From an optimization exercise on the open Yosys and OpenROAD flow, aimed at small area, a short achievable clock period and few clock cycles per item; shortcuts taken in it are not production practice. Only simulation tests tie the RTL to the original design; equivalence was not proved.

<file path="flow/run.sh">
#!/bin/bash
# synth_recipe.tcl (not shown) runs the flow's synth.tcl, then flattens the netlist and writes it again
# the make line also repeats each setting of config.mk as NAME=value (left out here)
make -C /OpenROAD-flow-scripts/flow DESIGN_CONFIG=/design/flow/config.mk WORK_HOME=/design/flow/orfs CLKGATE_MAP_FILE= SYNTH_SCRIPT=/design/flow/synth_recipe.tcl finish
</file>
<file path="flow/config.mk">
export PLATFORM = sky130hd
export DESIGN_NAME = shuffled_combined_lcg_generator
export DESIGN_NICKNAME = shuffled_combined_lcg_generator
export VERILOG_FILES = /design/flow/design.v
export SDC_FILE = /design/flow/constraint.sdc
export NUM_CORES = 4
export LEC_CHECK = 0
export CAP_MARGIN = 20
export CORE_MARGIN = 2
export CORE_UTILIZATION = 40
export SLEW_MARGIN = 20
</file>
<file path="flow/constraint.sdc">
create_clock -name core_clock -period 12.0 [get_ports {clk_i}]
set_input_delay 2.4000 -clock core_clock [delete_from_list [all_inputs] [get_ports {clk_i}]]
set_output_delay 2.4000 -clock core_clock [all_outputs]
set_load 0.01 [all_outputs]
</file>
<file path="flow/design.v">
package sclg_pkg;
  localparam int unsigned VAL_W    = 31;
  localparam int unsigned MUL_W    = 16;
  localparam int unsigned PROD_W   = VAL_W + MUL_W;
  localparam logic [31:0] MOD_ONE      = 32'd2147483563;
  localparam logic [31:0] MOD_TWO      = 32'd2147483399;
  localparam logic [15:0] MUL_ONE      = 16'd40014;
  localparam logic [15:0] MUL_TWO      = 16'd40692;
  localparam logic [7:0]  FOLD_ONE     = 8'd85;
  localparam logic [7:0]  FOLD_TWO     = 8'd249;
  localparam logic [30:0] WRAP_SPAN    = 31'd2147483562;
  localparam int unsigned DEF_TABLE_SIZE = 32;
endpackage
import sclg_pkg::*;
module sclg_lcg_pair (
  input  logic [VAL_W-1:0] g1_i,
  input  logic [VAL_W-1:0] g2_i,
  output logic [VAL_W-1:0] g1_o,
  output logic [VAL_W-1:0] g2_o
);
  logic [PROD_W-1:0] prod1, prod2;
  logic [31:0]       sum1, sum2;
  logic [31:0]       red1, red2;
  always_comb begin
    prod1 = PROD_W'(g1_i) * PROD_W'(MUL_ONE);
    prod2 = PROD_W'(g2_i) * PROD_W'(MUL_TWO);
    sum1 = 32'(prod1[VAL_W-1:0])
         + 32'(prod1[PROD_W-1:VAL_W]) * 32'(FOLD_ONE);
    sum2 = 32'(prod2[VAL_W-1:0])
         + 32'(prod2[PROD_W-1:VAL_W]) * 32'(FOLD_TWO);
    red1 = (sum1 >= MOD_ONE) ? sum1 - MOD_ONE : sum1;
    red2 = (sum2 >= MOD_TWO) ? sum2 - MOD_TWO : sum2;
    g1_o = red1[VAL_W-1:0];
    g2_o = red2[VAL_W-1:0];
  end
endmodule
import sclg_pkg::*;
module shuffled_combined_lcg_generator #(
  parameter int unsigned TABLE_SIZE = sclg_pkg::DEF_TABLE_SIZE
) (
  input  logic        clk_i,
  input  logic        rst_ni,
  input  logic        s_axis_tvalid,
  output logic        s_axis_tready,
  input  logic [31:0] s_axis_tdata,    
  input  logic        s_axis_tuser,    
  output logic        m_axis_tvalid,
  input  logic        m_axis_tready,
  output logic [31:0] m_axis_tdata     
);
  localparam int unsigned IW = $clog2(TABLE_SIZE);
  localparam int unsigned CW = $clog2(TABLE_SIZE + 9);
  logic             in_v_q, in_cmd_q;
  logic [VAL_W-1:0] in_seed_q;          
  logic             seeded_q;
  logic             seeding_q;
  logic [CW-1:0]    cnt_q;
  logic [VAL_W-1:0] g1_q, g2_q;         
  logic [IW-1:0]    idx_q;
  logic [VAL_W-1:0] tbl_q [TABLE_SIZE];
  logic             o0_v_q, o1_v_q;
  logic [VAL_W-1:0] o0_q, o1_q;
  logic [VAL_W-1:0] g1_step, g2_step;
  logic [VAL_W-1:0] rd, res, seed_sat;
  logic [IW-1:0]    res_idx, seed_idx;
  logic             in_fire, start_seed, draw_go, out_space, pop;
  sclg_lcg_pair u_lcg_pair (
    .g1_i (g1_q),
    .g2_i (g2_q),
    .g1_o (g1_step),
    .g2_o (g2_step)
  );
  function automatic logic [IW-1:0] tbl_index(input logic [VAL_W-1:0] v);
    logic [4:0] t;
    logic       inc;
    logic [5:0] lsum;
    t    = v[30:26];
    lsum = {1'b0, v[5:1]} + {1'b0, t};
    inc  = (&v[25:6]) && (lsum >= 6'd31) && (t != 5'd31);
    tbl_index = t + {4'd0, inc};
  endfunction
  assign rd = tbl_q[idx_q];
  always_comb begin
    logic [VAL_W-1:0] d0, d1;
    d0  = rd - g2_q;
    d1  = rd - g2_q + WRAP_SPAN;
    res = (rd <= g2_q) ? d1 : d0;
  end
  assign res_idx  = tbl_index(res);
  assign seed_idx = tbl_index(g1_q);
  always_comb begin
    if (s_axis_tdata[VAL_W-1:0] == '0 || !s_axis_tuser) begin
      seed_sat = VAL_W'(1);
    end else if (s_axis_tdata[VAL_W-1:0] > WRAP_SPAN) begin
      seed_sat = WRAP_SPAN;
    end else begin
      seed_sat = s_axis_tdata[VAL_W-1:0];
    end
  end
  assign out_space     = !(o0_v_q && o1_v_q);
  assign start_seed    = in_v_q && !seeding_q && (in_cmd_q || !seeded_q);
  assign draw_go       = in_v_q && !seeding_q && !in_cmd_q && seeded_q && out_space;
  assign s_axis_tready = !in_v_q || draw_go;
  assign in_fire       = s_axis_tvalid && s_axis_tready;
  assign pop           = o0_v_q && m_axis_tready;
  always_ff @(posedge clk_i or negedge rst_ni) begin
    if (!rst_ni) begin
      in_v_q    <= 1'b0;
      in_cmd_q  <= 1'b0;
      seeded_q  <= 1'b0;
      seeding_q <= 1'b0;
      o0_v_q    <= 1'b0;
      o1_v_q    <= 1'b0;
    end else begin
      if (in_fire) begin
        in_v_q   <= 1'b1;
        in_cmd_q <= s_axis_tuser;
      end else if (draw_go) begin
        in_v_q   <= 1'b0;
      end else if (start_seed) begin
        in_cmd_q <= 1'b0;
      end
      if (start_seed) begin
        seeded_q  <= 1'b1;
        seeding_q <= 1'b1;
      end else if (seeding_q && cnt_q == '0) begin
        seeding_q <= 1'b0;
      end
      if (o1_v_q) begin
        if (pop) o1_v_q <= 1'b0;
      end else if (o0_v_q) begin
        if (draw_go && !pop) o1_v_q <= 1'b1;
        if (pop && !draw_go) o0_v_q <= 1'b0;
      end else begin
        if (draw_go) o0_v_q <= 1'b1;
      end
    end
  end
  always_ff @(posedge clk_i) begin
    if (in_fire) in_seed_q <= seed_sat;
    if (start_seed) begin
      g1_q  <= in_seed_q;
      g2_q  <= in_seed_q;
      cnt_q <= CW'(TABLE_SIZE + 8);
    end else if (seeding_q) begin
      g1_q <= g1_step;
      if (cnt_q == CW'(TABLE_SIZE + 8)) g2_q <= g2_step;
      if (cnt_q == '0) idx_q <= seed_idx;
      else cnt_q <= cnt_q - CW'(1);
    end else if (draw_go) begin
      g1_q  <= g1_step;
      g2_q  <= g2_step;
      idx_q <= res_idx;
    end
    for (int r = 0; r < int'(TABLE_SIZE); r++) begin
      if ((draw_go && idx_q == IW'(r)) ||
          (seeding_q && cnt_q == CW'(r))) begin
        tbl_q[r] <= g1_q;
      end
    end
    if (o1_v_q) begin
      if (pop) o0_q <= o1_q;
    end else if (o0_v_q) begin
      if (pop) o0_q <= res;
      else     o1_q <= res;
    end else begin
      o0_q <= res;
    end
  end
  assign m_axis_tvalid = o0_v_q;
  assign m_axis_tdata  = {1'b0, o0_q};
endmodule
</file>
==> results.json <==
{
  "status": "finished with violations",
  "violatedChecks": "setup timing",
  "dieArea_um2": 176000,
  "insertion_delay_ns": 0.79,
  "io_pins": 71,
  "drc": 0,
  "drive_gt1_frac": 0.240,
  "place_ws_ns": -0.696,
  "num_vias": 49200,
  "hold_start": "seeded_q",
  "first_pass_iters": 8,
  "initial_core_util": 0.403,
  "globalRouteOverflowTotal": 0,
  "r2r_cells": 46,
  "area_delta_synth_final_pct": 24.1,
  "ys_warn_count": 3,
  "hold_path.class": "reg2reg",
  "synth_fp_nets": 6339,
  "rr_startpoint": "g2_q[10]",
  "wl_per_cell_um": 26.9,
  "cp_slowest_cell": "fa_1",
  "cpMostUsedCell": "fa_1",
  "worst-r2r-setup-slack_ns": -0.08,
  "fill_cells": 14700,
  "worstSetupPathType": "reg2reg",
  "slew_headroom": 0.195,
  "final_cells": 8649,
  "cts_tree": "built",
  "synth_edf_count": 1152,
  "min_period_over_period": 1.01,
  "viasPerCell": 5.68,
  "reg2reg_to": "g2_q[27]",
  "grt_pass1_vias": 48800,
  "synthesis.area_um2": 69200,
  "rows": 152,
  "yosys.area.top_type_share": 0.500,
  "start_kind": "flop",
  "end_kind": "flop",
  "max_freq_ghz": 0.0828,
  "setup_slack_ns": -0.0816,
  "maxCapViolCount": 0,
  "ys.flop_type": "edfxtp_1",
  "slew_violations": 0,
  "synth.largest_area_cell": "edfxtp_1",
  "ctsHoldBuffers": 0,
  "numPortBuffers": 68,
  "root_buffer": "clkbuf_16",
  "cts_max_path_buffers": 3,
  "numCtsBuffers": 116,
  "ys_top_cells_by_area": "edfxtp_1 (50%), fa_1 (13%), ha_1 (9.2%)",
  "async_flop_share": 0.00515,
  "synth.most_common_cell": "edfxtp_1",
  "die_x_um": 420,
  "die_height_um": 420,
  "place_inst": 8295,
  "grt_pass1_wl_um": 334000,
  "track_usage": 0.261,
  "synth_cells": 5354,
  "yosysUniqueCellTypes": 109,
  "clk_pin_slew_ns": 0.07,
  "rsz0062_at_grt": "true",
  "avgSynthCellArea_um2": 12.9,
  "routed_wl_um": 233000,
  "ant_nets": 0,
  "yosys-top-cells-count": "edfxtp_1 (1,152), inv_1 (727), ha_1 (507), fa_1 (441), a22oi_1 (282)",
  "hold_end": "seeded_q",
  "dp_hpwl_um": 157000,
  "path_max_fanout": 5,
  "fin_crit_ns": 12.08,
  "worstPathArrival_ns": 12.53,
  "cp.required_ns": 12.45,
  "grt_max_degree": 76,
  "setup_viol": 7,
  "clock_sinks": 1164,
  "routabilityCongestion": 0.909,
  "tightestPinTransition_ns": 1.20,
  "holdPathStages": 1,
  "antenna_found_initial": 9,
  "core-area_um2": 172000,
  "cp_slowest_stage_delay_ns": 0.56,
  "synth_seq_cells": 1164,
  "hold_violations": 0,
  "fin_nets": 7232,
  "drt_iter0_drc": 6307,
  "ys_seq_area_frac": 0.504,
  "h-tree-depth": 3,
  "finClkSkew_ns": 0.110
}
[worst max path at each step]
stage | from | to | slack [ns] | cells after the start
finish | g2_q[10] | g2_q[27] | -0.08 | 46
CTS | g2_q[15] | g2_q[29] | -0.02 | 45
global placement | g1_q[11] | g1_q[18] | -0.58 | 48
global route | g2_q[14] | g2_q[27] | -0.43 | 50
detailed placement | g1_q[11] | g1_q[18] | -0.70 | 48
floorplan | g1_q[10] | g1_q[19] | 0.05 | 45
[kinds of logic after synthesis]
logic type,count (synthesis),share of synthesized area
AOI/OAI and AO/OA,1129,0.119
other,1,0.0000542
xor gates and xnor gates,247,0.0314
buffers and inverters,901,0.0495
adders and majority gates,948,0.219
DFF,1164,0.504
muxes,39,0.00628
and+or+nand+nor,925,0.0700
[stage by stage]
step	hold slack [ns]	instance area [um^2]	utilization	TNS, ns
2_1_floorplan	0.441	69200	-	0
3_3_place_gp	0.457	78700	0.458	-25.10
3_5_place_dp	0.455	78700	0.458	-28.23
4_1_cts	0.477	84200	0.490	-0.0193
5_1_grt	0.510	85800	0.500	-11.13
6_report	0.475	85800	0.500	-0.351
[state kept, by name (all words and copies together) (netlist names)]
signal and flops:
cnt_q 6, in_v_q 1, g2_q 31, in_cmd_q 1, tbl_q 992, in_seed_q 31
o0_v_q 1, o1_v_q 1, idx_q 5, g1_q 31, seeding_q 1, o1_q 31
o0_q 31, seeded_q 1
[critical path, delay by kind of cell, from the launching register on]
kind / cells / cell delay (ns)
adders and majority gates: 12 / 5.12
AOI/OAI and AO/OA: 11 / 2.54
and+or+nand+nor: 9 / 1.89
buffers and inverters: 12 / 1.37
DFF: 1 / 0.52
xor gates and xnor gates: 2 / 0.39
[area by class of cell]
class / count / area [um^2] / area share
Sequential cell: 1164 / 34900 / 0.406
Clock buffer: 145 / 3010 / 0.0351
Antenna cell: 1 / 2.50 / 0.0000291
Multi-Input combinational cell: 3289 / 34000 / 0.396
Tap cell: 2310 / 2890 / 0.0337
Timing Repair Buffer: 948 / 7700 / 0.0897
Inverter: 728 / 2740 / 0.0319
Clock inverter: 64 / 649 / 0.00756
[cells in the final DEF, fill, tap and decap left out, types with 42 or more instances in the layout]
master           Yosys  routed
a21oi_1            202     175
edfxtp_1          1152    1152
nand2_1            184     175
clkbuf_16            0     117
clkdlybuf4s50_1      0      68
o21ai_0             97      78
inv_1              727     688
and2_1              44      43
xnor2_1            163     141
fa_1               441     414
ha_4                 0      58
buf_6                3      43
a221oi_1            66      66
a21o_1              67      67
a22o_1              71      71
xor2_1              83      74
nand4_1            106     106
nor2_1             204     165
nand3_1             95      89
a22oi_1            282     282
ha_1               507     441
buf_4                2     817
nor3_1              57      42
[repair_timing]
item                       CTS  global route
pin swaps                  197           175
buffers inserted           101            43
setup endpoints to repair   62            62
cloned                       1             2
gates resized for setup    215           236
[per-layer routing]
layer  up-vias  wire length, um  track usage  part of all wire
met4         6            10300        0.101             0.044
met2      2394           106000        0.412              0.46
li1      21500                -            -                 -
met3       415            21300       0.0434             0.091
met1     24800            95000        0.361              0.41
met5         -               44            0           0.00019
Testbench counts, summed over its fixed seeds: cycles 12,430, items 9,600.

## re-timing with driven ports
The flow's constraints put no driver on any port. The routed layout listed below was extracted and timed again, unchanged, in two steps. Step 1 sets driving cells, clkbuf_16 on the clock port and buf_2 on the other inputs (assumed; they add their load-dependent delay and slew). Step 2 times the ports against the registers' clock, not the clock port: input delays grow and output delays shrink by t, the midpoint of the rising clock arrivals with the driver on. a / b / c = ideal / step 1 / step 2; a / b = the first two.
t (ns): 0.818
slack for setup (ns): -0.082 / -0.082 / -0.082
worst setup path after step 2: register to register
slew at the worst register clock pin (ns): 0.07 / 0.07
worst data-port slew with drivers (ns): 0.13
The setup slack of this run moves by 0.000 ns with the drivers and by 0.000 ns with both steps.
